This design comes from an exercise in tuning for small area and a short achievable clock period on the open sky130 flow, not from production work.
No run shown here included a check of the RTL's function; only the layout flow was run.
Power and IR drop assume default switching activity.

File: flow/config.mk
export PLATFORM = sky130hd
export DESIGN_NAME = neoPixelTop
export DESIGN_NICKNAME = neoPixelTop
export VERILOG_FILES = /design/flow/design.v
export SDC_FILE = /design/flow/constraint.sdc
export NUM_CORES = 4
export LEC_CHECK = 0
export CAP_MARGIN = 20
export CORE_MARGIN = 2
export CORE_UTILIZATION = 60
export CTS_CLUSTER_DIAMETER = 80
export CTS_CLUSTER_SIZE = 22
export PLACE_DENSITY = 0.7
export SETUP_SLACK_MARGIN = 3.5
export SLEW_MARGIN = 20
export TNS_END_PERCENT = 100
File: flow/design.v
`default_nettype none
package neoBusPkg;
  localparam int addrWidth = 18;
  localparam int dataWidth = 8;
  localparam logic [1:0] regionVirtual = 2'd0;
  localparam logic [1:0] regionDelta   = 2'd1;
  localparam logic [1:0] regionRaw     = 2'd2;
  localparam logic [1:0] regionReg     = 2'd3;
  localparam logic [3:0] regMaxLo  = 4'd0;
  localparam logic [3:0] regMaxHi  = 4'd1;
  localparam logic [3:0] regCtrl   = 4'd2;
  localparam logic [3:0] regStatus = 4'd3;
  localparam int ctrlInitBit  = 0;
  localparam int ctrlLimitBit = 1;
  localparam int ctrlRunBit   = 2;
  localparam int ctrlLoopBit  = 3;
  localparam int ctrl32Bit    = 4;
endpackage
`default_nettype wire
`default_nettype none
package neoPixelPkg;
  localparam int bufferEnd  = 255;
  localparam int bufferBits = 8;
  localparam int virtualEnd  = 63;
  localparam int virtualBits = 6;
  localparam int maxBits = 13;  
  typedef union packed {
    logic [15:0] raw;
    struct packed {
      logic [13:0] slot;
      logic [1:0]  lowBits;
    } pixel;
  } deltaEntry;
  localparam int bitPeriod = 8;
  localparam int highZero  = 2;
  localparam int highOne   = 5;
  localparam int resetGap  = 40;
  localparam int fifoDepth    = 4;
  localparam int encoderSlots = 1;
endpackage
`default_nettype wire
`timescale 1ns/1ps
`default_nettype none
module neoPixelTop (
  input  wire                             busClk,
  input  wire                             arstN,
  input  wire [neoBusPkg::addrWidth-1:0]  busAddr,
  input  wire [neoBusPkg::dataWidth-1:0]  busDataIn,
  input  wire                             busWrite,
  input  wire                             busRead,
  output logic [neoBusPkg::dataWidth-1:0] busDataOut,
  output wire                             busReady,
  output logic                            neoData
);
  logic [1:0] region;
  logic [3:0] regIx;
  logic       wrVirtual;
  logic       wrDelta;
  logic       wrRaw;
  logic       wrReg;
  assign region    = busAddr[neoBusPkg::addrWidth-1 -: 2];
  assign regIx     = busAddr[3:0];
  assign wrVirtual = busWrite && region == neoBusPkg::regionVirtual;
  assign wrDelta   = busWrite && region == neoBusPkg::regionDelta;
  assign wrRaw     = busWrite && region == neoBusPkg::regionRaw;
  assign wrReg     = busWrite && region == neoBusPkg::regionReg;
  logic        virtualPending;
  logic [12:0] regMax;
  logic        ctrlInit;
  logic        ctrlLimit;
  logic        ctrlRun;
  logic        ctrlLoop;
  logic        ctrl32;
  logic        frameDone;
  logic        regRun;
  logic        busy;
  assign busReady = ~virtualPending;
  assign regRun = ctrlRun & ~frameDone;  
  always_ff @(posedge busClk or negedge arstN) begin
    if (!arstN) begin
      virtualPending <= 1'b0;
      regMax    <= '0;
      ctrlInit  <= 1'b0;
      ctrlLimit <= 1'b0;
      ctrlRun   <= 1'b0;
      ctrlLoop  <= 1'b0;
      ctrl32    <= 1'b0;
    end else begin
      virtualPending <= wrVirtual;  
      if (frameDone) ctrlRun <= ctrlLoop;  
      if (ctrlInit) begin
        ctrlInit  <= 1'b0;
        ctrlLimit <= 1'b0;
        ctrlRun   <= 1'b0;
        ctrlLoop  <= 1'b0;
        ctrl32    <= 1'b0;
      end
      if (wrReg) begin
        case (regIx)
          neoBusPkg::regMaxLo: regMax[7:0]  <= busDataIn;
          neoBusPkg::regMaxHi: regMax[12:8] <= busDataIn[4:0];
          neoBusPkg::regCtrl: begin
            ctrlInit  <= busDataIn[neoBusPkg::ctrlInitBit];
            ctrlLimit <= busDataIn[neoBusPkg::ctrlLimitBit];
            ctrlRun   <= busDataIn[neoBusPkg::ctrlRunBit];
            ctrlLoop  <= busDataIn[neoBusPkg::ctrlLoopBit];
            ctrl32    <= busDataIn[neoBusPkg::ctrl32Bit];
          end
          default: ;  
        endcase
      end
    end
  end
  always_ff @(posedge busClk) begin
    if (busRead) begin
      if (region == neoBusPkg::regionReg) begin
        case (regIx)
          neoBusPkg::regMaxLo:  busDataOut <= regMax[7:0];
          neoBusPkg::regMaxHi:  busDataOut <= {3'b000, regMax[12:8]};
          neoBusPkg::regCtrl:   busDataOut <= {3'b000, ctrl32, ctrlLoop, ctrlRun, ctrlLimit, ctrlInit};
          neoBusPkg::regStatus: busDataOut <= {7'd0, busy};
          default:              busDataOut <= '0;
        endcase
      end else begin
        busDataOut <= '1;  
      end
    end
  end
  logic [7:0]       deltaLow;
  logic [63:0][7:0] deltaMem;
  logic [5:0]       deltaRdAddr;
  logic [3:0][7:0]  deltaCand;    
  logic [1:0]       deltaSel;
  logic [7:0]       deltaWord;
  logic [1:0]       virtualChan;
  logic [7:0]       mappedIx;
  assign deltaRdAddr = ctrl32 ? busAddr[7:2] : busAddr[5:0];
  always_ff @(posedge busClk) begin
    if (wrDelta && !busAddr[0]) deltaLow <= busDataIn;  
    for (int i = 0; i < 64; i++) begin
      if (wrDelta && busAddr[0] && busAddr[6:1] == 6'(i)) deltaMem[i] <= deltaLow;
    end
    for (int k = 0; k < 4; k++) deltaCand[k] <= deltaMem[{2'(k), deltaRdAddr[3:0]}];
    deltaSel    <= deltaRdAddr[5:4];
    virtualChan <= busAddr[1:0];
  end
  assign deltaWord = deltaCand[deltaSel];
  assign mappedIx  = ctrl32 ? {deltaWord[7:2], virtualChan} : deltaWord;
  logic [7:0]  pixWrAddrN;
  logic        pixWrEnN;
  logic [15:0] pixWrHi;     
  logic [15:0] pixWrLo;     
  logic [7:0]  pixWrData;
  logic [255:0][7:0] pixMem;
  logic [7:0]  ix;
  logic [7:0]  ixLo;        
  logic [7:0]  ixMid;       
  logic [3:0][7:0] cand;    
  logic [3:0][7:0] pixRd;
  logic [3:0]  candHit;
  logic [1:0]  candSel;
  logic [7:0]  pixelByte;
  assign pixWrEnN   = virtualPending || wrRaw;
  assign pixWrAddrN = virtualPending ? mappedIx : busAddr[7:0];
  always_ff @(posedge busClk or negedge arstN) begin
    if (!arstN) begin
      pixWrHi <= '0;
      pixWrLo <= '0;
    end else begin
      for (int i = 0; i < 16; i++) begin
        pixWrHi[i] <= pixWrEnN && pixWrAddrN[7:4] == 4'(i);
        pixWrLo[i] <= pixWrAddrN[3:0] == 4'(i);
      end
    end
  end
  always_ff @(posedge busClk) begin
    pixWrData <= busDataIn;
    for (int i = 0; i < 256; i++) begin
      if (pixWrHi[i / 16] && pixWrLo[i % 16]) pixMem[i] <= pixWrData;
    end
  end
  always_comb begin
    for (int k = 0; k < 4; k++) begin
      pixRd[k] = '0;
      for (int m = 0; m < 8; m++)
        for (int l = 0; l < 8; l++)
          pixRd[k] = pixRd[k] | ({8{ixMid[m] && ixLo[l]}} & pixMem[64*k + 8*m + l]);
      candHit[k] = pixWrHi[{2'(k), ix[5:4]}] && pixWrLo[ix[3:0]];
    end
  end
  always_ff @(posedge busClk) begin
    for (int k = 0; k < 4; k++) cand[k] <= candHit[k] ? pixWrData : pixRd[k];
    candSel <= ix[7:6];
  end
  assign pixelByte = cand[candSel];
  typedef enum logic [1:0] {fIdle, fFetch, fWait} fetchState;
  fetchState fState;
  logic [2:0] credits;    
  logic readPending;      
  logic lastPending;
  logic atLast;
  logic issue;
  logic fifoCredit;
  assign atLast = ix == 8'd255 || (ctrlLimit && {5'd0, ix} == regMax);
  assign issue  = fState == fFetch && regRun && credits != 3'd0 && !readPending;
  assign busy   = fState != fIdle;
  always_ff @(posedge busClk or negedge arstN) begin
    if (!arstN) begin
      fState      <= fIdle;
      ix          <= '0;
      ixLo        <= 8'd1;
      ixMid       <= 8'd1;
      credits     <= 3'd4;
      readPending <= 1'b0;
      lastPending <= 1'b0;
    end else begin
      readPending <= issue;
      if (issue) lastPending <= atLast;
      credits <= credits - {2'b00, issue} + {2'b00, fifoCredit};
      case (fState)
        fIdle: begin
          if (regRun) begin
            fState <= fFetch;
            ix     <= '0;
            ixLo   <= 8'd1;
            ixMid  <= 8'd1;
          end
        end
        fFetch: begin
          if (!regRun) begin
            fState <= fIdle;  
          end else if (issue) begin
            if (atLast) fState <= fWait;
            else begin
              ix    <= ix + 1'b1;
              ixLo  <= {ixLo[6:0], ixLo[7]};
              if (ixLo[7]) ixMid <= {ixMid[6:0], ixMid[7]};
            end
          end
        end
        default: begin
          if (!regRun) fState <= fIdle;  
        end
      endcase
    end
  end
  logic [8:0] queue [4];  
  logic [1:0] wrPtr;
  logic [1:0] rdPtr;
  logic [2:0] count;
  logic [1:0] downCredits;
  logic       deq;
  logic       encValid;
  logic [7:0] encData;
  logic       encLast;
  logic       encCredit;
  assign deq = count != 3'd0 && downCredits != 2'd0;
  always_ff @(posedge busClk) begin
    if (readPending) queue[wrPtr] <= {lastPending, pixelByte};
    if (deq) {encLast, encData} <= queue[rdPtr];
  end
  always_ff @(posedge busClk or negedge arstN) begin
    if (!arstN) begin
      wrPtr       <= '0;
      rdPtr       <= '0;
      count       <= '0;
      downCredits <= 2'd1;
      encValid    <= 1'b0;
      fifoCredit  <= 1'b0;
    end else begin
      if (readPending) wrPtr <= wrPtr + 1'b1;
      if (deq) rdPtr <= rdPtr + 1'b1;
      count       <= count + {2'b00, readPending} - {2'b00, deq};
      downCredits <= downCredits - {1'b0, deq} + {1'b0, encCredit};
      encValid    <= deq;
      fifoCredit  <= deq;
    end
  end
  typedef enum logic [1:0] {eIdle, eBits, eGap} encState;
  encState    eState, eStateN;
  logic       slotFull;
  logic [7:0] slotData;
  logic       slotLast;
  logic [7:0] shifter, shifterN;
  logic       curLast;
  logic [2:0] phase, phaseN;
  logic [2:0] bitIx, bitIxN;
  logic [5:0] gapCnt, gapCntN;
  logic       frameDoneN;
  logic       periodEnd;
  logic       byteEnd;
  logic       load;
  assign periodEnd = eState == eBits && phase == 3'd7;
  assign byteEnd   = periodEnd && bitIx == 3'd7;
  assign load      = slotFull && (eState == eIdle || (byteEnd && !curLast));
  always_comb begin
    eStateN    = eState;
    phaseN     = phase;
    bitIxN     = bitIx;
    gapCntN    = gapCnt;
    frameDoneN = 1'b0;
    if (load) begin
      eStateN = eBits;
      phaseN  = '0;
      bitIxN  = '0;
    end else begin
      case (eState)
        eBits: begin
          if (periodEnd) begin
            phaseN = '0;
            bitIxN = bitIx + 1'b1;
            if (bitIx == 3'd7) begin
              eStateN = curLast ? eGap : eIdle;
              gapCntN = '0;
            end
          end else begin
            phaseN = phase + 1'b1;
          end
        end
        eGap: begin
          if (gapCnt == 6'd39) begin
            eStateN    = eIdle;
            frameDoneN = 1'b1;
          end else begin
            gapCntN = gapCnt + 1'b1;
          end
        end
        default: ;
      endcase
    end
    if (load) shifterN = slotData;
    else if (periodEnd) shifterN = {shifter[6:0], 1'b0};  
    else shifterN = shifter;
  end
  always_ff @(posedge busClk) begin
    if (encValid) begin
      slotData <= encData;
      slotLast <= encLast;
    end
    shifter <= shifterN;
    if (load) curLast <= slotLast;
  end
  always_ff @(posedge busClk or negedge arstN) begin
    if (!arstN) begin
      eState    <= eIdle;
      slotFull  <= 1'b0;
      phase     <= '0;
      bitIx     <= '0;
      gapCnt    <= '0;
      encCredit <= 1'b0;
      frameDone <= 1'b0;
      neoData   <= 1'b0;
    end else begin
      eState    <= eStateN;
      phase     <= phaseN;
      bitIx     <= bitIxN;
      gapCnt    <= gapCntN;
      frameDone <= frameDoneN;
      encCredit <= load;  
      if (load) slotFull <= 1'b0;
      else if (encValid) slotFull <= 1'b1;
      neoData <= eStateN == eBits && phaseN < (shifterN[7] ? 3'd5 : 3'd2);
    end
  end
endmodule
`default_nettype wire
File: flow/constraint.sdc
create_clock -name core_clock -period 6.0 [get_ports {busClk}]
set_input_delay 1.2000 -clock core_clock [delete_from_list [all_inputs] [get_ports {busClk}]]
set_output_delay 1.2000 -clock core_clock [all_outputs]
set_load 0.01 [all_outputs]
File: flow/run.sh
#!/bin/bash
# synth_recipe.tcl (not shown) runs the flow's synth.tcl, then flattens the netlist and writes it again
# the make line also repeats each setting of config.mk as NAME=value (left out here)
make -C /OpenROAD-flow-scripts/flow DESIGN_CONFIG=/design/flow/config.mk WORK_HOME=/design/flow/orfs CLKGATE_MAP_FILE= SYNTH_SCRIPT=/design/flow/synth_recipe.tcl finish
==> flow_metrics.py, run 1 <==
metrics = {
    "clocking": {
        "cts_tree": "done",
        "htreeDepth": 4,
        "clk_latency_ps": 870,
        "numCtsBuffers": 148,
        "path_clk_slew_ps": 90,
        "clock_path_buffers": 3,
        "cts_num_sinks": 2827,
        "ctsHoldBuffers": 0,
        "clockRootBuffer": "clkbuf_16",
    },
    "place": {
        "place_hpwl_um": 195000,
        "io_buffers": 31,
        "place_ws_ps": 1730,
        "place_congestion": 0.969,
    },
    "logic_synthesis": {
        "synth.top_cells.by_count": "2,638 x edfxtp_1, 694 x a22oi_1, 306 x and2_1, 230 x nand3_1, 229 x a21oi_1",
        "synth_area_leader_cell": "edfxtp_1",
        "syn-num-nets": 6222,
        "yosys.area.top_type_share_pct": 73.9,
        "yosysSeqAreaShare_pct": 77.9,
        "yosysWarnings": 1,
        "synth_top_cells_by_area": "edfxtp_1 74%, a22oi_1 4.9%, mux4_2 3.3%",
        "synth-seq-cells": 2827,
        "synth_ff_type": "edfxtp_1",
        "synthesis.area_mm2": 0.107,
        "yosysMostFrequentCell": "edfxtp_1",
        "synthArstFlopShare_pct": 3.89,
        "netlist_instances": 6169,
        "avgSynthCellArea_um2": 17.4,
        "synth-edff-count": 2638,
        "synth.distinct_cells": 87,
    },
    "sta": {
        "tns_ps": 0,
        "period_needed_ps": 2930,
        "finalHoldViolations": 0,
        "worstMarginPinSlew_ps": 1340,
        "max_slew_margin_pct": 10.6,
        "slew_violations": 0,
        "fin_ws_ps": 3070,
        "fin_worst_skew_ps": 48.3,
        "fmax_ghz": 0.342,
        "min_period_over_period_pct": 48.8,
        "rsz0062_at_grt": "true",
        "setup_viol": 0,
    },
    "routing": {
        "antenna_left": 0,
        "drt-vias-per-instance": 7.64,
        "drt-initial-drc-count": 14438,
        "drt-total-wl_um": 360000,
        "wire_per_inst_um": 41.3,
        "route.detailed.drc": 0,
        "num_vias": 66488,
        "drt-pass1-iter-count": 8,
    },
    "setup_path": {
        "cp_num_buf_inv": 2,
        "crit_fanout": 3,
        "endpoint_kind": "output port",
        "r2r_start": "ixMid[2]",
        "cp.arrival_ps": 1730,
        "critPathSlowestCell": "dfrtp_4",
        "reg2reg_depth": 6,
        "rr_endpoint": "cand[3]",
        "cpPeakStageDelay_ps": 440,
        "crit_type": "register to output port",
        "required_ps": 4800,
        "cp_top_family": "flip-flops",
        "critPathLaunchType": "register",
        "r2r_slack_ps": 3220,
        "crit_chain": "clkinvlp_4 -> buf_6",
    },
    "power": {
        "fin_total_pwr_mw": 36.3,
        "p_per_area_mw_per_mm2": 304,
        "cellLeakagePower_nw": 36.3,
        "ir_worst_vdd_v": 0.000305,
    },
    "grt": {
        "antenna_found_initial": 28,
        "grtUsageTotal_pct": 38.6,
        "overflow": 0,
        "grt_pass1_wl_um": 483000,
        "grt_pass1_vias": 61676,
        "grt_max_degree": 237,
    },
    "floorplan": {
        "die_y_um": 427,
        "ios": 40,
        "start_util_pct": 60.2,
        "coreArea_mm2": 0.178,
        "die_w_um": 427,
        "die_area_mm2": 0.182,
        "rows": 155,
    },
    "run": {
        "drv_cap": 0,
    },
    "cells_and_area": {
        "area_growth_pct": 11.3,
        "final_nets": 6289,
        "drive_gt1_share_pct": 16.7,
    },
    "run_status": {
        "status": "timing/DRC/antenna clean",
    },
    "min_path": {
        "min-delay-path-class": "input port to asynchronous set/reset pin",
    },
}
-- cells in the final DEF (no fill, tap or decap), types with 21 or more instances in the layout --
cell and count:
mux4_2 158, buf_4 150, mux2_2 22, dfrtp_1 83
o22ai_1 131, nor2_1 106, buf_6 43, inv_1 23
clkbuf_1 76, a21oi_1 216, edfxtp_1 2638, buf_12 58
clkbuf_16 167, and3_1 22, a22oi_2 22, nor2_4 67
nand2_1 156, and2_1 296, dfxtp_1 71, a22o_1 45
a222oi_1 105, a31oi_1 56, nor3_1 21, a211oi_2 21
nand3_1 223, nor4_2 27, a22oi_1 676, nand4_1 41
mux2i_1 25, buf_16 31
-- layout make-up --
class / instances / area, µm²
repair buffers: 350 / 4730
clock inverters: 17 / 208
inverters: 41 / 228
clock buffers: 229 / 4100
fillers: 11464 / 58600
multi-input cells: 2867 / 23500
diodes: 19 / 47.5
repair inverters: 1 / 3.75
well taps: 2355 / 2950
flip-flops and latches: 2827 / 83700
-- report_power, final --
group	switching, mW	internal (mW)	leakage, nW
clock	6.18	4.83	2.07
sequential	0.279	21.7	25.8
combinational	2.16	1.13	8.43
total	8.62	27.6	36.3
-- through the flow --
stage	area (µm²)	hold WS (ps)	util, %	instances
2_1_floorplan	108000	400	-	6169
3_3_place_gp	110000	406	62.1	8258
3_5_place_dp	110000	411	62.1	8258
4_1_cts	118000	423	66.2	8618
5_1_grt	119000	398	67.0	8691
6_report	119000	320	67.1	8706
-- cells by family after synthesis --
group	Yosys count	synth area share, %
XOR/XNOR	20	0.163
adder cells (fa/ha/maj)	23	0.282
multiplexers	210	3.83
flip-flops	2827	77.9
AND/OR/NAND/NOR	1128	5.64
buffers and inverters	476	2.02
AO/OA/AOI/OAI	1485	10.2
-- layer usage --
metal  global-route usage (%)  wire, µm  vias to the layer above
met5                        0       227                        -
met4                     25.0     28800                       22
met3                     12.1     58300                     1502
met2                     56.9    158000                     6754
met1                     49.9    114000                    32935
li1                         -         -                    25275
-- repair_timing --
| action | CTS | global route |
|---|---|---|
| hold endpoints to repair | 0 | 0 |
| pin swaps | 63 | 87 |
| gates resized for setup | 352 | 150 |
| buffers inserted | 96 | 50 |
| setup endpoints to repair | 623 | 457 |
| gates cloned | 18 | 16 |
-- state kept, by name, indices dropped and copies added (netlist names), 13 cells and up --
| name | count |
|---|---|
| queue | 36 |
| pixWrLo | 16 |
| cand | 32 |
| pixWrHi | 16 |
| pixMem | 2048 |
| regMax | 13 |
| deltaCand | 32 |
| deltaMem | 512 |
-- worst max path at each step --
stage | depth (start not counted) | endpoint | startpoint | slack, ps
global route | 2 | busReady | virtualPending | 3080
global placement | 7 | deltaCand[13] | busAddr[0] | 1740
floorplan | 8 | deltaCand[0] | busAddr[0] | 3220
CTS | 2 | busReady | virtualPending | 3080
detailed placement | 7 | deltaCand[13] | busAddr[0] | 1730
finish | 2 | busReady | virtualPending | 3070
==> run 2: changes to the inputs <==
--- a/flow/design.v
+++ b/flow/design.v
@@ -51,3 +51,3 @@
   output logic [neoBusPkg::dataWidth-1:0] busDataOut,
-  output wire                             busReady,
+  output logic                            busReady,
   output logic                            neoData
@@ -76,3 +76,3 @@
   logic        busy;
-  assign busReady = ~virtualPending;
+  always_ff @(posedge busClk) busReady <= ~wrVirtual;  
   assign regRun = ctrlRun & ~frameDone;  
@@ -88,3 +88,3 @@
     end else begin
-      virtualPending <= wrVirtual;  
+      virtualPending <= wrVirtual;
       if (frameDone) ctrlRun <= ctrlLoop;  
--- a/flow/config.mk
+++ b/flow/config.mk
@@ -13,3 +13,3 @@
 export PLACE_DENSITY = 0.7
-export SETUP_SLACK_MARGIN = 3.5
+export SETUP_SLACK_MARGIN = 3.4
 export SLEW_MARGIN = 20
==> run 2 against run 1 <==
Effect of this change: clock skew fell by 8.1 ps; die area fell by 0.22%; critical path type is now register to register; clock power barely moved; non-clock buffer count fell by 5; first-iteration DRC count fell by 1.9%; cell count fell by 0.18%; highest routed layer unchanged; final area fell by 0.58%; flip-flop and latch count rose by 1; synthesized cell count fell by 0.34%.
==> flow_metrics.py, run 2 <==
metrics = {
    "sta": {
        "period_needed_ps": 2790,
        "rsz0062_at_grt": "true",
        "worstMarginPinSlew_ps": 1170,
        "setup_viol": 0,
        "max_slew_margin_pct": 21.9,
        "fmax_ghz": 0.358,
        "slew_violations": 0,
        "whs_ps": 306,
        "fin_worst_skew_ps": 40.2,
        "min_period_over_period_pct": 46.5,
        "tns_ps": 0,
        "finalHoldViolations": 0,
    },
    "floorplan": {
        "die_area_mm2": 0.182,
        "ios": 40,
        "start_util_pct": 60.2,
        "die_y_um": 426,
        "coreArea_mm2": 0.178,
        "rows": 155,
        "die_w_um": 426,
    },
    "cells_and_area": {
        "finish.utilization_pct": 66.8,
        "drive_gt1_share_pct": 15.8,
        "stdcell_area_mm2": 0.119,
        "final_nets": 6259,
        "most-common-layout-cells": "2,638 x edfxtp_1, 694 x a22oi_1, 300 x and2_1",
        "regMostFlops": "pixMem",
        "reg.largest.list": "pixMem x2048, deltaMem x512, queue x36",
        "largest_reg_flops": 2048,
        "area_growth_pct": 10.9,
        "final_common_cell": "edfxtp_1",
    },
    "logic_synthesis": {
        "synth_area_leader_cell": "edfxtp_1",
        "avgSynthCellArea_um2": 17.4,
        "synthesis.area_mm2": 0.107,
        "synth-seq-cells": 2828,
        "yosys.area.top_type_share_pct": 74.0,
        "yosysSeqAreaShare_pct": 78.1,
        "synth_top_cells_by_area": "edfxtp_1 74%, a22oi_1 4.9%, mux4_2 3.3%",
        "synth.distinct_cells": 93,
        "netlist_instances": 6148,
        "synth-edff-count": 2638,
        "syn-num-nets": 6201,
        "synth.top_cells.by_count": "2,638 x edfxtp_1, 698 x a22oi_1, 310 x and2_1, 258 x clkbuf_1, 216 x a21oi_1",
        "synthArstFlopShare_pct": 3.89,
        "yosysMostFrequentCell": "edfxtp_1",
        "synth_ff_type": "edfxtp_1",
        "yosysWarnings": 1,
    },
    "setup_path": {
        "crit_fanout": 12,
        "required_ps": 6700,
        "endpoint_kind": "register",
        "cp.arrival_ps": 3490,
        "critPathLaunchType": "register",
        "crit_type": "register to register",
    },
    "routing": {
        "route.detailed.drc": 0,
        "num_vias": 66366,
        "drt-vias-per-instance": 7.64,
        "drt-pass1-iter-count": 7,
        "wire_per_inst_um": 41.2,
        "drt-initial-drc-count": 14161,
        "drt-total-wl_um": 358000,
        "antenna_left": 0,
    },
    "place": {
        "place_area_mm2": 0.110,
        "place_congestion": 0.957,
        "io_buffers": 31,
        "place_hpwl_um": 200000,
    },
    "min_path": {
        "min-delay-path-class": "input port to asynchronous set/reset pin",
    },
    "grt": {
        "grt_max_degree": 179,
        "antenna_found_initial": 18,
        "grtUsageTotal_pct": 38.9,
        "overflow": 0,
        "grt_pass1_wl_um": 486000,
        "grt_pass1_vias": 61561,
    },
    "clocking": {
        "path_clk_slew_ps": 90,
        "ctsHoldBuffers": 0,
        "clockRootBuffer": "clkbuf_16",
        "numCtsBuffers": 149,
        "cts_tree": "done",
        "cts_num_sinks": 2828,
        "htreeDepth": 4,
        "clock_path_buffers": 3,
        "clk_latency_ps": 840,
    },
    "power": {
        "ir_worst_vdd_v": 0.000316,
        "p_per_area_mw_per_mm2": 303,
        "cellLeakagePower_nw": 36.0,
    },
    "run": {
        "drv_cap": 0,
    },
    "run_status": {
        "status": "timing/DRC/antenna clean",
    },
}
==> run 2: final timing paths <==
check,slack [ps],end,cells after the start,from
min in group core_clock,430,slotData[5],0,encData[5]
setup / recovery,3210,cand[23],7,ixLo[0]
setup reg to reg,3210,cand[23],7,ixLo[0]
max in group asynchronous,4340,pixWrLo[2],2,arstN
hold reg to reg,430,slotData[5],0,encData[5]
hold / removal,310,neoData,1,arstN
==> run 2: cells by family after synthesis <==
| group | count (synthesis) | share of synthesized area, % |
|---|---|---|
| DFF | 2828 | 78.1 |
| AOI/OAI and AO/OA | 1481 | 10.2 |
| buffers and inverters | 483 | 1.90 |
| adders and majority gates | 23 | 0.283 |
| muxes | 208 | 3.79 |
| and+or+nand+nor | 1104 | 5.55 |
| xor gates and xnor gates | 21 | 0.172 |
==> run 2: metrics by stage <==
stage / power, mW / std cells / setup slack [ps]
after floorplan: 23.5 / 6148 / 3070
after global placement: 24.6 / 8243 / 1510
after detailed placement: 24.6 / 8243 / 1430
after CTS: 35.6 / 8617 / 3310
after global routing: 36.5 / 8669 / 3270
final: 36.0 / 8690 / 3210
==> run 2: layout make-up <==
cell class                 instances  area, µm²
clock buffer                     237       4190
inverter                          44        251
timing repair inverter             1       5.00
fill                           11507      59100
tap                             2355       2950
sequential                      2828      83700
antenna                           26       65.1
multi-input combinational       2837      23000
clock inverter                    17        228
timing repair buffer             345       4350
==> run 2: power by group <==
| group | internal (mW) | switching, mW |
|---|---|---|
| Clock | 4.92 | 6.27 |
| Sequential | 21.7 | 0.280 |
| Combinational | 0.926 | 1.87 |
==> run 2: timing repair <==
action / in CTS / in global routing
gates resized for setup: 319 / 120
setup endpoints to repair: 643 / 570
pin swaps: 32 / 47
cloned: 19 / 6
setup buffers: 101 / 41
==> run 2: routing by layer <==
metal / GRT usage, % / share of wire, %
met1: 50.4 / 32
met2: 57.1 / 44
met3: 12.7 / 16
met4: 24.8 / 8.1
met5: 0.582 / 0.053
==> run 2: critical path, stage by stage (launching register included) <==
cell	delay, ps
dfstp_4	530
buf_12	170
inv_6	290
buf_4	440
o22a_1	210
o211ai_1	220
nor4_4	560
a31oi_2	190
==> run 3: changes to the inputs <==
--- a/flow/design.v
+++ b/flow/design.v
@@ -155,4 +155,2 @@
   logic [7:0]  ix;
-  logic [7:0]  ixLo;        
-  logic [7:0]  ixMid;       
   logic [3:0][7:0] cand;    
@@ -183,6 +181,3 @@
     for (int k = 0; k < 4; k++) begin
-      pixRd[k] = '0;
-      for (int m = 0; m < 8; m++)
-        for (int l = 0; l < 8; l++)
-          pixRd[k] = pixRd[k] | ({8{ixMid[m] && ixLo[l]}} & pixMem[64*k + 8*m + l]);
+      pixRd[k] = pixMem[{2'(k), ix[5:0]}];
       candHit[k] = pixWrHi[{2'(k), ix[5:4]}] && pixWrLo[ix[3:0]];
@@ -210,4 +205,2 @@
       ix          <= '0;
-      ixLo        <= 8'd1;
-      ixMid       <= 8'd1;
       credits     <= 3'd4;
@@ -224,4 +217,2 @@
             ix     <= '0;
-            ixLo   <= 8'd1;
-            ixMid  <= 8'd1;
           end
@@ -233,7 +224,3 @@
             if (atLast) fState <= fWait;
-            else begin
-              ix    <= ix + 1'b1;
-              ixLo  <= {ixLo[6:0], ixLo[7]};
-              if (ixLo[7]) ixMid <= {ixMid[6:0], ixMid[7]};
-            end
+            else ix <= ix + 1'b1;
           end
--- a/flow/config.mk
+++ b/flow/config.mk
@@ -10,4 +10,4 @@
 export CORE_UTILIZATION = 60
-export CTS_CLUSTER_DIAMETER = 80
-export CTS_CLUSTER_SIZE = 22
+export CTS_CLUSTER_DIAMETER = 90
+export CTS_CLUSTER_SIZE = 26
 export PLACE_DENSITY = 0.7
==> run 3 against run 2 <==
Effect of this change: flip-flop and latch count fell by 16; via count fell by 15%; sequential share of layout area fell by 2.2 points; clock skew rose by 1.6 ps; total power fell by 8.2%; die area rose by 2.5%; highest routed layer unchanged; still clean on timing, DRC and antenna; utilization rose by 0.58 points.
==> flow_metrics.py, run 3 <==
metrics = {
    "run_status": {
        "status": "timing/DRC/antenna clean",
    },
    "cells_and_area": {
        "drive_gt1_share_pct": 24.0,
        "multi_input_comb_area_mm2": 0.0266,
        "ff_latch_area_mm2": 0.0832,
        "most-common-layout-cells": "2,638 x edfxtp_1, 514 x mux4_2, 313 x mux2i_1",
        "largest_reg_flops": 2048,
        "final_nets": 5840,
        "regMostFlops": "pixMem",
        "area_growth_pct": 11.2,
        "reg.largest.list": "pixMem x2048, deltaMem x512, queue x36",
        "fillers": 11472,
        "final_common_cell": "edfxtp_1",
    },
    "logic_synthesis": {
        "synthesis.area_mm2": 0.110,
        "synthArstFlopShare_pct": 3.34,
        "synth-seq-cells": 2812,
        "synth-edff-count": 2638,
        "syn-num-nets": 5647,
        "avgSynthCellArea_um2": 19.6,
        "yosysSeqAreaShare_pct": 75.8,
        "synth_top_cells_by_area": "edfxtp_1 72%, mux4_2 11%, mux2i_1 3.0%",
        "netlist_instances": 5595,
        "yosysMostFrequentCell": "edfxtp_1",
        "synth.top_cells.by_count": "2,638 x edfxtp_1, 514 x mux4_2, 329 x mux2i_1, 300 x and2_1, 252 x nand2_1",
        "synth_ff_type": "edfxtp_1",
        "yosys.area.top_type_share_pct": 72.2,
        "yosysWarnings": 1,
        "synth_area_leader_cell": "edfxtp_1",
        "synth.distinct_cells": 68,
    },
    "grt": {
        "grtUsageTotal_pct": 28.9,
        "overflow": 0,
        "grt_pass1_wl_um": 385000,
        "grt_max_degree": 225,
        "grt_pass1_vias": 53845,
        "antenna_found_initial": 19,
    },
    "sta": {
        "fin_worst_skew_ps": 41.8,
        "tns_ps": 0,
        "period_needed_ps": 2860,
        "setup_viol": 0,
        "rsz0062_at_grt": "true",
        "fin_ws_ps": 3140,
        "finalHoldViolations": 0,
        "fmax_ghz": 0.349,
        "slew_violations": 0,
        "max_slew_margin_pct": 22.2,
        "worstMarginPinSlew_ps": 1170,
        "min_period_over_period_pct": 47.7,
    },
    "power": {
        "seqPwrFrac_pct": 65.6,
        "p_clk_share_pct": 29.8,
        "p_per_area_mw_per_mm2": 271,
        "internal_power_mw": 26.1,
        "cellLeakagePower_nw": 37.5,
        "ir_worst_vdd_v": 0.000338,
        "share_comb_of_total_power_pct": 4.5,
        "power.switching_mw": 6.97,
        "switching_share_pct": 21.1,
    },
    "setup_path": {
        "reg2reg_depth": 6,
        "cp.arrival_ps": 3520,
        "rr_endpoint": "cand[18]",
        "crit_type": "register to register",
        "cpPeakStageDelay_ps": 550,
        "r2r_start": "ix[0]",
        "critPathLaunchType": "register",
        "critPathSlowestCell": "o211ai_1",
        "r2r_slack_ps": 3140,
        "crit_fanout": 8,
        "endpoint_kind": "register",
        "crit_chain": "buf_16 -> buf_16 -> mux4_2 -> mux4_2 -> o211ai_1 -> a31oi_2",
        "required_ps": 6650,
    },
    "routing": {
        "drt-initial-drc-count": 7744,
        "drt-pass1-iter-count": 5,
        "antenna_left": 0,
        "route.detailed.drc": 0,
        "drt-total-wl_um": 278000,
        "wire_per_inst_um": 33.7,
        "drt-vias-per-instance": 6.80,
        "num_vias": 56240,
    },
    "floorplan": {
        "coreArea_mm2": 0.181,
        "start_util_pct": 60.5,
        "die_y_um": 432,
        "rows": 156,
        "die_area_mm2": 0.186,
        "die_w_um": 432,
        "ios": 40,
    },
    "place": {
        "place_ws_ps": 1410,
        "io_buffers": 31,
        "place_congestion": 0.813,
        "place_hpwl_um": 149000,
    },
    "clocking": {
        "cts_num_sinks": 2812,
        "htreeDepth": 3,
        "clk_latency_ps": 820,
        "cts_tree": "done",
        "numCtsBuffers": 121,
        "clock_path_buffers": 3,
        "clockRootBuffer": "clkbuf_16",
        "ctsHoldBuffers": 0,
        "path_clk_slew_ps": 100,
    },
    "run": {
        "drv_cap": 0,
    },
    "min_path": {
        "min-delay-path-class": "input port to asynchronous set/reset pin",
    },
}
[run 3: final cells by class]
type | instances | share of cell area [%]
timing repair buffer | 396 | 4.43
sequential | 2812 | 68.2
antenna | 28 | 0.0574
clock inverter | 19 | 0.204
clock buffer | 190 | 2.73
inverter | 28 | 0.124
tap | 2370 | 2.43
multi-input combinational | 2429 | 21.8
[run 3: per-layer routing]
| layer | GRT usage [%] | share of wire (%) |
|---|---|---|
| met5 | 0 | 0.019 |
| met3 | 4.65 | 9.8 |
| met1 | 41.3 | 38 |
| met4 | 10.6 | 3.8 |
| met2 | 46.0 | 49 |
[run 3: kinds of logic (layout without fill, tap and decap cells)]
| group | count (synthesis) | count (layout) | synth area share [%] |
|---|---|---|---|
| xor gates and xnor gates | 24 | 24 | 0.192 |
| muxes | 921 | 922 | 14.4 |
| adders and majority gates | 22 | 22 | 0.265 |
| other | 0 | 28 | 0 |
| buffers and inverters | 360 | 633 | 1.77 |
| AOI/OAI and AO/OA | 612 | 612 | 3.72 |
| and+or+nand+nor | 844 | 849 | 3.87 |
| DFF | 2812 | 2812 | 75.8 |
[run 3: per-stage QoR]
stage / utilization, % / instance area, µm² / power (mW) / hold WS, ps / instances
3_5_place_dp: 62.4 / 113000 / 23.5 / 405 / 7782
4_1_cts: 65.9 / 119000 / 33.0 / 395 / 8119
6_report: 67.3 / 122000 / 33.0 / 403 / 8272
2_1_floorplan: - / 110000 / 22.9 / 400 / 5595
5_1_grt: 67.3 / 122000 / 33.8 / 439 / 8249
3_3_place_gp: 62.4 / 113000 / 23.4 / 404 / 7781
[run 3: power by group through the flow]
| stage | clock (mW) | sequential (mW) | combinational [mW] |
|---|---|---|---|
| floorplan | 0 | 22.1 | 0.772 |
| global placement | 0 | 22.1 | 1.30 |
| detailed placement | 0 | 22.1 | 1.32 |
| CTS | 9.91 | 21.7 | 1.44 |
| global route | 10.6 | 21.7 | 1.59 |
| finish | 9.84 | 21.7 | 1.50 |
[run 3: worst max-delay path, delay by kind of cell, from the launching register on]
family                 cells  cell delay [ps]
muxes                      2             1020
AOI/OAI and AO/OA          2              810
DFF                        1              510
buffers and inverters      2              350
[run 3: worst max-delay path by stage]
stage | to | cells past startpoint | start
floorplan | deltaCand[11] | 7 | busAddr[0]
global placement | deltaCand[21] | 7 | busAddr[2]
detailed placement | deltaCand[7] | 7 | busAddr[2]
CTS | cand[18] | 6 | ix[1]
global route | cand[18] | 6 | ix[0]
finish | cand[18] | 6 | ix[0]
[run 3: timing repair]
item                                    CTS  global route
resized for setup                       241           223
setup buffers                           103            94
endpoints found under the setup margin  649           565
pin swaps                                41            46
gates cloned                             25            31
==> run 4: changes to the inputs <==
--- a/flow/design.v
+++ b/flow/design.v
@@ -150,4 +150,6 @@
   logic        pixWrEnN;
-  logic [15:0] pixWrHi;     
-  logic [15:0] pixWrLo;     
+  logic [15:0] pixWrHiN;    
+  logic [15:0] pixWrLoN;    
+  logic        fwdHit;      
+  logic [7:0]  fwdData;
   logic [7:0]  pixWrData;
@@ -155,5 +157,6 @@
   logic [7:0]  ix;
+  logic [7:0]  ixLo;        
+  logic [7:0]  ixMid;       
   logic [3:0][7:0] cand;    
   logic [3:0][7:0] pixRd;
-  logic [3:0]  candHit;
   logic [1:0]  candSel;
@@ -164,9 +167,5 @@
     if (!arstN) begin
-      pixWrHi <= '0;
-      pixWrLo <= '0;
+      pixWrHiN <= '1;
     end else begin
-      for (int i = 0; i < 16; i++) begin
-        pixWrHi[i] <= pixWrEnN && pixWrAddrN[7:4] == 4'(i);
-        pixWrLo[i] <= pixWrAddrN[3:0] == 4'(i);
-      end
+      for (int i = 0; i < 16; i++) pixWrHiN[i] <= !(pixWrEnN && pixWrAddrN[7:4] == 4'(i));
     end
@@ -175,4 +174,5 @@
     pixWrData <= busDataIn;
+    for (int i = 0; i < 16; i++) pixWrLoN[i] <= pixWrAddrN[3:0] != 4'(i);
     for (int i = 0; i < 256; i++) begin
-      if (pixWrHi[i / 16] && pixWrLo[i % 16]) pixMem[i] <= pixWrData;
+      if (!(pixWrHiN[i / 16] || pixWrLoN[i % 16])) pixMem[i] <= pixWrData;
     end
@@ -181,4 +181,6 @@
     for (int k = 0; k < 4; k++) begin
-      pixRd[k] = pixMem[{2'(k), ix[5:0]}];
-      candHit[k] = pixWrHi[{2'(k), ix[5:4]}] && pixWrLo[ix[3:0]];
+      pixRd[k] = '0;
+      for (int m = 0; m < 8; m++)
+        for (int l = 0; l < 8; l++)
+          pixRd[k] = pixRd[k] | ({8{ixMid[m] && ixLo[l]}} & pixMem[64*k + 8*m + l]);
     end
@@ -186,6 +188,8 @@
   always_ff @(posedge busClk) begin
-    for (int k = 0; k < 4; k++) cand[k] <= candHit[k] ? pixWrData : pixRd[k];
+    cand    <= pixRd;
     candSel <= ix[7:6];
+    fwdHit  <= !(pixWrHiN[ix[7:4]] || pixWrLoN[ix[3:0]]);
+    fwdData <= pixWrData;
   end
-  assign pixelByte = cand[candSel];
+  assign pixelByte = fwdHit ? fwdData : cand[candSel];
   typedef enum logic [1:0] {fIdle, fFetch, fWait} fetchState;
@@ -205,2 +209,4 @@
       ix          <= '0;
+      ixLo        <= 8'd1;
+      ixMid       <= 8'd1;
       credits     <= 3'd4;
@@ -217,2 +223,4 @@
             ix     <= '0;
+            ixLo   <= 8'd1;
+            ixMid  <= 8'd1;
           end
@@ -224,3 +232,7 @@
             if (atLast) fState <= fWait;
-            else ix <= ix + 1'b1;
+            else begin
+              ix    <= ix + 1'b1;
+              ixLo  <= {ixLo[6:0], ixLo[7]};
+              if (ixLo[7]) ixMid <= {ixMid[6:0], ixMid[7]};
+            end
           end
--- a/flow/config.mk
+++ b/flow/config.mk
@@ -10,4 +10,4 @@
 export CORE_UTILIZATION = 60
-export CTS_CLUSTER_DIAMETER = 90
-export CTS_CLUSTER_SIZE = 26
+export CTS_CLUSTER_DIAMETER = 80
+export CTS_CLUSTER_SIZE = 22
 export PLACE_DENSITY = 0.7
==> run 4 against run 3 <==
Effect of this change: total power up 7.7%; via count up 21%; first-iteration DRC count up 110%; register-to-register slack worse by 290 ps; setup slack worse by 290 ps; wire length up 34%; still clean.
==> flow_metrics.py, run 4 <==
metrics = {
    "run_status": {
        "status": "timing/DRC/antenna clean",
    },
    "power": {
        "p_per_area_mw_per_mm2": 293,
        "power.switching_mw": 8.16,
        "share_comb_of_total_power_pct": 7.1,
        "seqPwrFrac_pct": 61.9,
        "p_clk_share_pct": 31.1,
        "internal_power_mw": 27.4,
        "switching_share_pct": 23.0,
        "fin_total_pwr_mw": 35.6,
        "ir_worst_vdd_v": 0.000310,
        "cellLeakagePower_nw": 37.3,
    },
    "logic_synthesis": {
        "synth.distinct_cells": 65,
        "synth-seq-cells": 2837,
        "synth.top_cells.by_count": "2,638 x edfxtp_1, 571 x a22oi_1, 439 x nor2_1, 303 x clkbuf_1, 181 x nand2_1",
        "yosysSeqAreaShare_pct": 79.5,
        "synthArstFlopShare_pct": 3.31,
        "avgSynthCellArea_um2": 17.7,
        "synth_area_leader_cell": "edfxtp_1",
        "yosys.area.top_type_share_pct": 75.3,
        "synthesis.area_mm2": 0.105,
        "yosysWarnings": 1,
        "synth_ff_type": "edfxtp_1",
        "syn-num-nets": 5986,
        "synth-edff-count": 2638,
        "netlist_instances": 5933,
        "synth_top_cells_by_area": "edfxtp_1 75%, a22oi_1 4.1%, mux4_2 3.5%",
        "yosysMostFrequentCell": "edfxtp_1",
    },
    "grt": {
        "overflow": 0,
        "grt_pass1_wl_um": 491000,
        "grtUsageTotal_pct": 40.0,
        "grt_pass1_vias": 62057,
        "antenna_found_initial": 30,
        "grt_max_degree": 237,
    },
    "cells_and_area": {
        "reg.largest.list": "pixMem x2048, deltaMem x512, queue x36",
        "drive_gt1_share_pct": 22.8,
        "most-common-layout-cells": "2,638 x edfxtp_1, 543 x a22oi_1, 367 x buf_4",
        "fin_cells": 8723,
        "area_growth_pct": 15.2,
        "largest_reg_flops": 2048,
        "final_common_cell": "edfxtp_1",
        "regMostFlops": "pixMem",
        "final_nets": 6330,
    },
    "clocking": {
        "clock_path_buffers": 3,
        "clk_latency_ps": 890,
        "numCtsBuffers": 148,
        "clockRootBuffer": "clkbuf_16",
        "cts_num_sinks": 2837,
        "htreeDepth": 4,
        "cts_tree": "done",
        "ctsHoldBuffers": 0,
        "path_clk_slew_ps": 100,
    },
    "routing": {
        "drt-total-wl_um": 374000,
        "drt-vias-per-instance": 7.78,
        "antenna_left": 0,
        "wire_per_inst_um": 42.8,
        "num_vias": 67837,
        "drt-initial-drc-count": 16456,
        "route.detailed.drc": 0,
        "drt-pass1-iter-count": 14,
    },
    "floorplan": {
        "ios": 40,
        "die_area_mm2": 0.179,
        "coreArea_mm2": 0.174,
        "start_util_pct": 60.5,
        "die_y_um": 423,
        "rows": 153,
        "die_w_um": 423,
    },
    "sta": {
        "finalHoldViolations": 0,
        "period_needed_ps": 3150,
        "fin_worst_skew_ps": 45.6,
        "worstMarginPinSlew_ps": 1340,
        "whs_ps": 370,
        "rsz0062_at_grt": "true",
        "setup_viol": 0,
        "min_period_over_period_pct": 52.5,
        "tns_ps": 0,
        "slew_violations": 0,
        "max_slew_margin_pct": 10.6,
        "fmax_ghz": 0.317,
    },
    "setup_path": {
        "critPathSlowestCell": "a222oi_1",
        "crit_type": "register to register",
        "crit_fanout": 36,
        "endpoint_kind": "register",
        "required_ps": 6580,
        "cp_num_buf_inv": 2,
        "cpPeakStageDelay_ps": 950,
        "cp_top_family": "compound AO/OA/AOI/OAI gates",
        "critPathLaunchType": "register",
        "crit_chain": "buf_4 -> buf_8 -> a222oi_1 -> o22ai_1 -> nor3_1 -> nand4_1",
        "cp.arrival_ps": 3730,
    },
    "place": {
        "dpl.cell_count": 8118,
        "place_congestion": 0.956,
        "io_buffers": 31,
        "place_hpwl_um": 199000,
    },
    "min_path": {
        "min-delay-path-class": "input port to asynchronous set/reset pin",
    },
    "run": {
        "drv_cap": 0,
    },
}
## run 4: cell count changes after synthesis, moves of 49 or more
cell,change
o21ai_0,-73
a32oi_1,+54
a222oi_1,+165
buf_2,-49
and2_1,-241
mux4_2,-352
nor2_1,+284
buf_1,+85
a22oi_1,+547
mux2i_1,-310
o22ai_1,+62
clkbuf_1,+148
nand2_1,-71
a22o_1,+91
## run 4: kinds of logic after synthesis
family	share of synthesized area, %
flops	79.5
fa+ha+maj	0.288
buf+inv	1.74
compound gates	10.2
mux	3.97
simple gates	4.06
xor+xnor	0.191
## run 4: power groups by stage
stage / logic, mW / registers [mW] / clock network, mW
finish: 2.51 / 22.0 / 11.0
global route: 2.50 / 22.0 / 11.6
CTS: 2.25 / 22.0 / 10.9
detailed placement: 1.83 / 22.5 / 0
global placement: 1.80 / 22.5 / 0
floorplan: 1.02 / 22.4 / 0
## run 4: through the flow
step	utilization, %	area, µm²	setup WS [ps]
floorplan	-	106000	3200
global placement	62.8	109000	1540
detailed placement	62.8	109000	1500
CTS	68.0	118000	3030
global route	69.6	121000	2920
finish	69.6	121000	2850
## run 4: path summary, 6_finish.rpt
kind | from | to | slack [ps] | depth (start not counted)
max | ixMid[1] | cand[16] | 2850 | 6
min | arstN | neoData | 370 | 1
max reg2reg | ixMid[1] | cand[16] | 2850 | 6
min reg2reg | encData[5] | slotData[5] | 430 | 0
max in group asynchronous | arstN | ixLo[3] | 4450 | 2
min in group core_clock | encData[5] | slotData[5] | 430 | 0
## run 4: area by class of cell
type                       instances  area [µm²]
multi-input combinational       2617       22300
timing repair buffer             628        7590
tap                             2325        2910
clock inverter                    21         204
clock buffer                     229        4090
inverter                          43         282
timing repair inverter             2        13.8
fill                           10494       52800
sequential                      2837       83800
antenna                           21        52.6
## run 4: worst register-to-register path: cells and delay by family, from the launching register on
| kind | cells | cell delay, ps |
|---|---|---|
| buf+inv | 2 | 380 |
| compound gates | 2 | 1210 |
| simple gates | 2 | 710 |
| flops | 1 | 530 |
## run 4: timing repair
item                                   CTS  global route
resized for setup                      537           289
endpoints found under the hold margin    0             0
cloned                                  28            21
setup endpoints to repair              614           568
pin swaps                              116           148
buffers inserted                       171           106
## run 4: layer usage
metal	global-route usage (%)	up-vias	share of wire (%)
li1	-	25025	-
met1	52.6	33312	32
met2	55.0	7646	41
met3	16.9	1814	19
met4	25.4	40	8.3
met5	0.296	-	0.15
==> run 5: changes to the inputs <==
--- a/flow/config.mk
+++ b/flow/config.mk
@@ -10,4 +10,4 @@
 export CORE_UTILIZATION = 60
-export CTS_CLUSTER_DIAMETER = 80
-export CTS_CLUSTER_SIZE = 22
+export CTS_CLUSTER_DIAMETER = 90
+export CTS_CLUSTER_SIZE = 26
 export PLACE_DENSITY = 0.7
==> run 5 against run 4 <==
Effect of this change: still clean on timing, DRC and antenna; via count fell by 1.1%; register-to-register slack improved by 60 ps; sequential power barely moved; cell count fell by 0.87%; clock skew fell by 1.3 ps; wire length fell by 2.1%; largest power group unchanged.
==> flow_metrics.py, run 5 <==
metrics = {
    "run_status": {
        "status": "timing/DRC/antenna clean",
    },
    "floorplan": {
        "die_w_um": 423,
        "coreArea_mm2": 0.174,
        "rows": 153,
        "start_util_pct": 60.5,
        "die_y_um": 423,
        "die_area_mm2": 0.179,
        "ios": 40,
    },
    "sta": {
        "fmax_ghz": 0.324,
        "max_slew_margin_pct": 7.68,
        "period_needed_ps": 3090,
        "tns_ps": 0,
        "slew_violations": 0,
        "worstMarginPinSlew_ps": 1380,
        "fin_worst_skew_ps": 44.2,
        "finalHoldViolations": 0,
        "whs_ps": 417,
        "min_period_over_period_pct": 51.5,
        "setup_viol": 0,
        "rsz0062_at_grt": "true",
    },
    "cells_and_area": {
        "reg.largest.list": "pixMem x2048, deltaMem x512, queue x36",
        "stdcell_area_mm2": 0.120,
        "area_growth_pct": 14.1,
        "final_common_cell": "edfxtp_1",
        "drive_gt1_share_pct": 22.2,
        "largest_reg_flops": 2048,
        "regMostFlops": "pixMem",
        "final_nets": 6265,
        "most-common-layout-cells": "2,638 x edfxtp_1, 532 x a22oi_1, 340 x buf_4",
    },
    "grt": {
        "grt_max_degree": 237,
        "grt_pass1_vias": 61711,
        "grtUsageTotal_pct": 39.7,
        "antenna_found_initial": 20,
        "grt_pass1_wl_um": 488000,
        "overflow": 0,
    },
    "logic_synthesis": {
        "yosysSeqAreaShare_pct": 79.5,
        "synth_area_leader_cell": "edfxtp_1",
        "yosys.area.top_type_share_pct": 75.3,
        "synth.top_cells.by_count": "2,638 x edfxtp_1, 571 x a22oi_1, 439 x nor2_1, 303 x clkbuf_1, 181 x nand2_1",
        "avgSynthCellArea_um2": 17.7,
        "synth_top_family_by_area": "compound AO/OA/AOI/OAI gates",
        "synthArstFlopShare_pct": 3.31,
        "synth_ff_type": "edfxtp_1",
        "synth_compound_area_share_pct": 10.2,
        "synth_mux_area_share_pct": 3.97,
        "netlist_instances": 5933,
        "synth-seq-cells": 2837,
        "yosys.area_share.xor_xnor_pct": 0.191,
        "synth.distinct_cells": 65,
        "synth_top_cells_by_area": "edfxtp_1 75%, a22oi_1 4.1%, mux4_2 3.5%",
        "synth-simple-area-share_pct": 4.06,
        "syn-num-nets": 5986,
        "yosys.area_share.adder_pct": 0.288,
        "synthesis.area_mm2": 0.105,
        "yosysWarnings": 1,
        "yosysMostFrequentCell": "edfxtp_1",
        "synth-edff-count": 2638,
    },
    "clocking": {
        "htreeDepth": 3,
        "clock_path_buffers": 3,
        "numCtsBuffers": 121,
        "cts_num_sinks": 2837,
        "clk_latency_ps": 830,
        "clockRootBuffer": "clkbuf_16",
        "cts_tree": "done",
        "path_clk_slew_ps": 110,
    },
    "routing": {
        "antenna_left": 0,
        "drt-initial-drc-count": 16724,
        "route.detailed.drc": 0,
        "num_vias": 67109,
        "drt-vias-per-instance": 7.76,
        "drt-total-wl_um": 366000,
        "wire_per_inst_um": 42.3,
        "drt-pass1-iter-count": 10,
    },
    "run": {
        "drv_cap": 0,
    },
    "setup_path": {
        "required_ps": 6700,
        "cp_top_family": "simple AND/OR/NAND/NOR gates",
        "crit_fanout": 10,
        "crit_chain": "buf_6 -> buf_6 -> buf_4 -> bufbuf_16 -> a22oi_1 -> o22ai_1 -> or4_1 -> or4_1",
        "crit_type": "register to register",
        "endpoint_kind": "register",
        "cp_num_buf_inv": 4,
        "cp.arrival_ps": 3790,
        "cpPeakStageDelay_ps": 680,
        "critPathSlowestCell": "or4_1",
        "critPathLaunchType": "register",
    },
    "place": {
        "place_congestion": 0.956,
        "io_buffers": 31,
        "place_area_mm2": 0.109,
        "place_hpwl_um": 199000,
    },
    "power": {
        "fin_total_pwr_mw": 34.4,
        "p_per_area_mw_per_mm2": 287,
        "ir_worst_vdd_v": 0.000255,
        "cellLeakagePower_nw": 36.7,
    },
    "min_path": {
        "min-delay-path-class": "input port to asynchronous set/reset pin",
    },
}
## run 5: final cells by class
class / count / area (µm²)
Inverter: 43 / 253
Timing Repair Buffer: 591 / 7140
Multi-Input combinational cell: 2617 / 22300
Sequential cell: 2837 / 83800
Clock buffer: 210 / 3460
Fill cell: 10656 / 54000
Tap cell: 2325 / 2910
Antenna cell: 12 / 30.0
Timing Repair inverter: 1 / 5.00
Clock inverter: 11 / 120
## run 5: per-stage QoR
stage	worst slack (ps)	instances	utilization [%]
floorplan	3200	5933	-
global placement	1540	8114	62.8
detailed placement	1500	8118	62.8
CTS	3050	8547	67.7
global route	2910	8636	69.0
finish	2910	8647	69.0
## run 5: path summary, 6_finish.rpt
check	startpoint	to	slack, ps	depth (start not counted)
setup / recovery	ixMid[3]	cand[24]	2910	8
hold / removal	arstN	neoData	420	1
setup reg to reg	ixMid[3]	cand[24]	2910	8
hold reg to reg	encData[1]	slotData[1]	430	0
max in group asynchronous	arstN	ixMid[1]	4400	2
min in group core_clock	encData[1]	slotData[1]	430	0
## run 5: where the power goes
| part | leakage [nW] | switching (mW) | internal (mW) |
|---|---|---|---|
| clock | 1.72 | 5.96 | 4.00 |
| sequential | 25.8 | 0.266 | 21.7 |
| combinational | 9.21 | 1.65 | 0.814 |
| total | 36.7 | 7.88 | 26.5 |
## run 5: timing repair
action	4_1_cts	5_1_grt
buffers inserted	179	70
gates resized for setup	574	247
cloned	29	11
setup endpoints to repair	615	578
pin swaps	134	158
hold buffers	0	0
## run 5: logic make-up after synthesis
kind of cell               Yosys count
DFF                               2837
buffers and inverters              480
AOI/OAI and AO/OA                 1421
and+or+nand+nor                    938
xor gates and xnor gates            23
muxes                              211
adders and majority gates           23
## run 5: routing by layer
layer / vias up / GRT usage, % / routed length [µm]
li1: 24868 / - / -
met1: 33112 / 52.8 / 117000
met2: 7414 / 55.2 / 152000
met3: 1693 / 16.7 / 68600
met4: 22 / 23.2 / 28700
met5: - / 0 / 155
==> run 6: changes to the inputs <==
--- a/flow/design.v
+++ b/flow/design.v
@@ -158,6 +158,6 @@
   logic [7:0]  ixLo;        
-  logic [7:0]  ixMid;       
-  logic [3:0][7:0] cand;    
-  logic [3:0][7:0] pixRd;
-  logic [1:0]  candSel;
+  logic [3:0]  ixMid;       
+  logic [7:0][7:0] cand;    
+  logic [7:0][7:0] pixRd;
+  logic [2:0]  candSel;
   logic [7:0]  pixelByte;
@@ -180,7 +180,7 @@
   always_comb begin
-    for (int k = 0; k < 4; k++) begin
+    for (int k = 0; k < 8; k++) begin
       pixRd[k] = '0;
-      for (int m = 0; m < 8; m++)
+      for (int m = 0; m < 4; m++)
         for (int l = 0; l < 8; l++)
-          pixRd[k] = pixRd[k] | ({8{ixMid[m] && ixLo[l]}} & pixMem[64*k + 8*m + l]);
+          pixRd[k] = pixRd[k] | ({8{ixMid[m] && ixLo[l]}} & pixMem[32*k + 8*m + l]);
     end
@@ -189,3 +189,3 @@
     cand    <= pixRd;
-    candSel <= ix[7:6];
+    candSel <= ix[7:5];
     fwdHit  <= !(pixWrHiN[ix[7:4]] || pixWrLoN[ix[3:0]]);
@@ -210,3 +210,3 @@
       ixLo        <= 8'd1;
-      ixMid       <= 8'd1;
+      ixMid       <= 4'd1;
       credits     <= 3'd4;
@@ -224,3 +224,3 @@
             ixLo   <= 8'd1;
-            ixMid  <= 8'd1;
+            ixMid  <= 4'd1;
           end
@@ -235,3 +235,3 @@
               ixLo  <= {ixLo[6:0], ixLo[7]};
-              if (ixLo[7]) ixMid <= {ixMid[6:0], ixMid[7]};
+              if (ixLo[7]) ixMid <= {ixMid[2:0], ixMid[3]};
             end
==> run 6 against run 5 <==
Effect of this change: total power is 19% higher; maximum frequency is 11% higher; cell count shrank 3.2%; clock power about the same; global-route usage shrank 4.1 points; die area increased by 0.36%; wire length decreased by 11%; register-to-register slack improved by 300 ps; clock-buffer cell count rose by 11; sequential power grew 3%; utilization decreased by 2.1 points.
==> flow_metrics.py, run 6 <==
metrics = {
    "cells_and_area": {
        "finish.utilization_pct": 66.9,
        "multi_input_comb_area_mm2": 0.0211,
        "final_common_cell": "edfxtp_1",
        "ff_latch_area_mm2": 0.0843,
        "area_growth_pct": 10.5,
        "regMostFlops": "pixMem",
        "fin_cells": 8369,
        "reg.largest.list": "pixMem x2048, deltaMem x512, cand x64",
        "drive_gt1_share_pct": 16.3,
        "stdcell_area_mm2": 0.117,
        "largest_reg_flops": 2048,
        "final_nets": 5978,
        "most-common-layout-cells": "2,638 x edfxtp_1, 440 x a22oi_1, 319 x nor2_1",
        "fillers": 11200,
    },
    "setup_path": {
        "cpPeakStageDelay_ps": 590,
        "crit_type": "register to register",
        "rr_endpoint": "cand[21]",
        "cp_num_buf_inv": 4,
        "critPathSlowestCell": "dfrtp_4",
        "crit_chain": "buf_6 -> buf_12 -> buf_12 -> and2_4 -> buf_12 -> a22o_1 -> a221oi_2 -> nand4_1 -> or3_4 -> nand4b_1",
        "endpoint_kind": "register",
        "cp_top_family": "simple AND/OR/NAND/NOR gates",
        "required_ps": 6640,
        "cp.arrival_ps": 3430,
        "crit_fanout": 8,
        "r2r_slack_ps": 3210,
        "reg2reg_depth": 10,
        "critical-path-top-cell-by-count": "buf_12",
        "r2r_start": "ixMid[2]",
        "critPathLaunchType": "register",
    },
    "logic_synthesis": {
        "synthesis.area_mm2": 0.106,
        "synth_ff_type": "edfxtp_1",
        "synth-edff-count": 2638,
        "synth_compound_area_share_pct": 9.85,
        "yosys.area.top_type_share_pct": 75.0,
        "synth.distinct_cells": 72,
        "synth_top_cells_by_area": "edfxtp_1 75%, mux4_2 3.6%, a22oi_1 3.1%",
        "yosysSeqAreaShare_pct": 79.8,
        "synthArstFlopShare_pct": 3.14,
        "synth.top_cells.by_count": "2,638 x edfxtp_1, 443 x a22oi_1, 407 x nor2_1, 260 x clkbuf_1, 232 x nand2_1",
        "synth_mux_area_share_pct": 4.13,
        "yosys.area_share.xor_xnor_pct": 0.149,
        "synth_top_family_by_area": "compound AO/OA/AOI/OAI gates",
        "synth-seq-cells": 2866,
        "avgSynthCellArea_um2": 18.0,
        "yosys.area_share.adder_pct": 0.287,
        "syn-num-nets": 5909,
        "yosysWarnings": 1,
        "synth_area_leader_cell": "edfxtp_1",
        "netlist_instances": 5856,
        "yosysMostFrequentCell": "edfxtp_1",
        "synth-simple-area-share_pct": 4.04,
    },
    "sta": {
        "rsz0062_at_grt": "true",
        "fin_worst_skew_ps": 41.9,
        "period_needed_ps": 2790,
        "setup_viol": 0,
        "whs_ps": 291,
        "fin_ws_ps": 3210,
        "slew_violations": 0,
        "max_slew_margin_pct": 15.9,
        "tns_ps": 0,
        "worstMarginPinSlew_ps": 1260,
        "finalHoldViolations": 0,
        "fmax_ghz": 0.359,
        "min_period_over_period_pct": 46.5,
    },
    "clocking": {
        "clk_latency_ps": 840,
        "clock_path_buffers": 3,
        "cts_tree": "done",
        "numCtsBuffers": 121,
        "htreeDepth": 3,
        "clockRootBuffer": "clkbuf_16",
        "path_clk_slew_ps": 110,
        "cts_num_sinks": 2866,
    },
    "place": {
        "place_area_mm2": 0.109,
        "io_buffers": 31,
        "place_ws_ps": 1270,
        "place_congestion": 0.919,
        "dpl.cell_count": 7939,
        "place_hpwl_um": 183000,
    },
    "routing": {
        "wire_per_inst_um": 39.0,
        "drt-vias-per-instance": 7.43,
        "num_vias": 62214,
        "wl_met3_um": 50700,
        "wl_met2_um": 143000,
        "antenna_left": 0,
        "drt-initial-drc-count": 13702,
        "drt-total-wl_um": 327000,
        "wirelength_met1_um": 111000,
        "route.detailed.drc": 0,
        "drt-pass1-iter-count": 10,
        "routed.top_layer": "met5",
    },
    "run": {
        "drv_cap": 0,
    },
    "floorplan": {
        "die_area_mm2": 0.179,
        "die_y_um": 424,
        "start_util_pct": 60.6,
        "die_w_um": 424,
        "ios": 40,
        "coreArea_mm2": 0.174,
        "rows": 153,
    },
    "min_path": {
        "min-delay-path-class": "input port to asynchronous set/reset pin",
    },
    "grt": {
        "antenna_found_initial": 16,
        "grt_pass1_vias": 58232,
        "grt_pass1_wl_um": 449000,
        "grt_max_degree": 225,
        "grtUsageTotal_pct": 35.7,
        "overflow": 0,
    },
    "run_status": {
        "status": "timing/DRC/antenna clean",
    },
    "power": {
        "ir_worst_vdd_v": 0.000324,
        "fin_total_pwr_mw": 40.9,
        "cellLeakagePower_nw": 35.7,
        "p_per_area_mw_per_mm2": 350,
    },
}
## run 6: cell count changes in the layout (fill, tap and decap cells not counted), moves of 52 or more
cell / change
a22oi_1: -92
o22ai_1: -56
a22o_1: +81
a222oi_1: +62
buf_4: -160
a32oi_1: -52
## run 6: cells by family after synthesis
group	Yosys count
xor gates and xnor gates	18
and+or+nand+nor	945
buffers and inverters	454
adders and majority gates	23
AOI/OAI and AO/OA	1331
DFF	2866
muxes	219
## run 6: worst max path at each step
stage | slack [ps] | endpoint | cells past startpoint | start
after global routing | 3280 | cand[21] | 10 | ixMid[2]
after CTS | 3240 | deltaMem[285] | 5 | busWrite
after global placement | 1310 | deltaCand[22] | 7 | busAddr[0]
after detailed placement | 1270 | deltaCand[22] | 7 | busAddr[0]
after floorplan | 3070 | deltaCand[17] | 7 | busAddr[2]
final | 3210 | cand[21] | 10 | ixMid[2]
## run 6: worst reg2reg max path, cell delays in order, from the launching register on
cell and delay (ps):
dfrtp_4 590, buf_6 170, buf_12 130, buf_12 140, and2_4 190, buf_12 160
a22o_1 240, a221oi_2 180, nand4_1 140, or3_4 360, nand4b_1 320
## run 6: layer usage
metal  vias up  track usage, %
li1      24131               -
met1     31263            49.9
met2      5732            52.3
met3      1076            9.78
met4        12            17.9
met5         -               0
## run 6: repair_timing
action                                  4_1_cts  5_1_grt
pin swaps                                    54       60
endpoints found under the hold margin         0        0
cloned                                       13        6
resized for setup                           382      122
buffers inserted                            126       35
hold buffers                                  0        0
endpoints found under the setup margin      667      467
## run 6: power by group
group / leakage [nW] / total [mW] / internal (mW) / switching, mW
Sequential: 26.0 / 22.7 / 22.2 / 0.490
Clock: 1.71 / 9.98 / 3.99 / 5.99
Combinational: 8.01 / 8.22 / 2.86 / 5.36
## run 6: cell type report
| type | count | share of cell area [%] |
|---|---|---|
| antenna | 10 | 0.0215 |
| clock buffer | 221 | 2.96 |
| clock inverter | 11 | 0.130 |
| inverter | 33 | 0.152 |
| multi-input combinational | 2537 | 18.1 |
| sequential | 2866 | 72.3 |
| tap | 2325 | 2.49 |
| timing repair buffer | 366 | 3.89 |

[static timing again, ports no longer ideal]
How much do the figures lean on ideal ports? The routed layouts below were timed once more, with nothing changed but the port constraints. Step 1 (the two cells are an assumption about what drives the block):
set clk [get_ports {busClk}]
set_driving_cell -lib_cell sky130_fd_sc_hd__clkbuf_16 $clk
set_driving_cell -lib_cell sky130_fd_sc_hd__buf_2 [delete_from_list [all_inputs] $clk]
Step 2, shift: input delay + t, output delay - t, t = (earliest + latest rising clock arrival at the registers) / 2. This alone moves slack from input paths to output paths. Slacks: no drivers / after step 1 / after step 2; pairs: no drivers / after step 1.
| run | t (ns) | setup WS [ns] | latest minus earliest clock arrival (ns) | slew at the worst register clock pin (ns) | cell pins on the clock port's net |
|---|---|---|---|---|---|
| run 1 | 0.930 | 3.075 / 2.986 / 2.648 | 0.055 / 0.055 | 0.10 / 0.10 | 1 |
| run 2 | 0.921 | 3.209 / 3.209 / 2.496 | 0.054 / 0.054 | 0.10 / 0.10 | 1 |
| run 3 | 0.885 | 3.138 / 3.138 / 2.547 | 0.054 / 0.053 | 0.11 / 0.11 | 1 |
| run 4 | 0.957 | 2.849 / 2.849 / 2.544 | 0.054 / 0.054 | 0.10 / 0.10 | 1 |
| run 5 | 0.903 | 2.911 / 2.911 / 2.582 | 0.061 / 0.061 | 0.11 / 0.11 | 1 |
| run 6 | 0.905 | 3.213 / 3.213 / 2.502 | 0.048 / 0.048 | 0.11 / 0.11 | 1 |
After both steps every run listed still meets setup and hold. For run 2, which loses most, drivers alone change the setup slack by 0.000 ns; drivers and shift together by -0.713 ns.
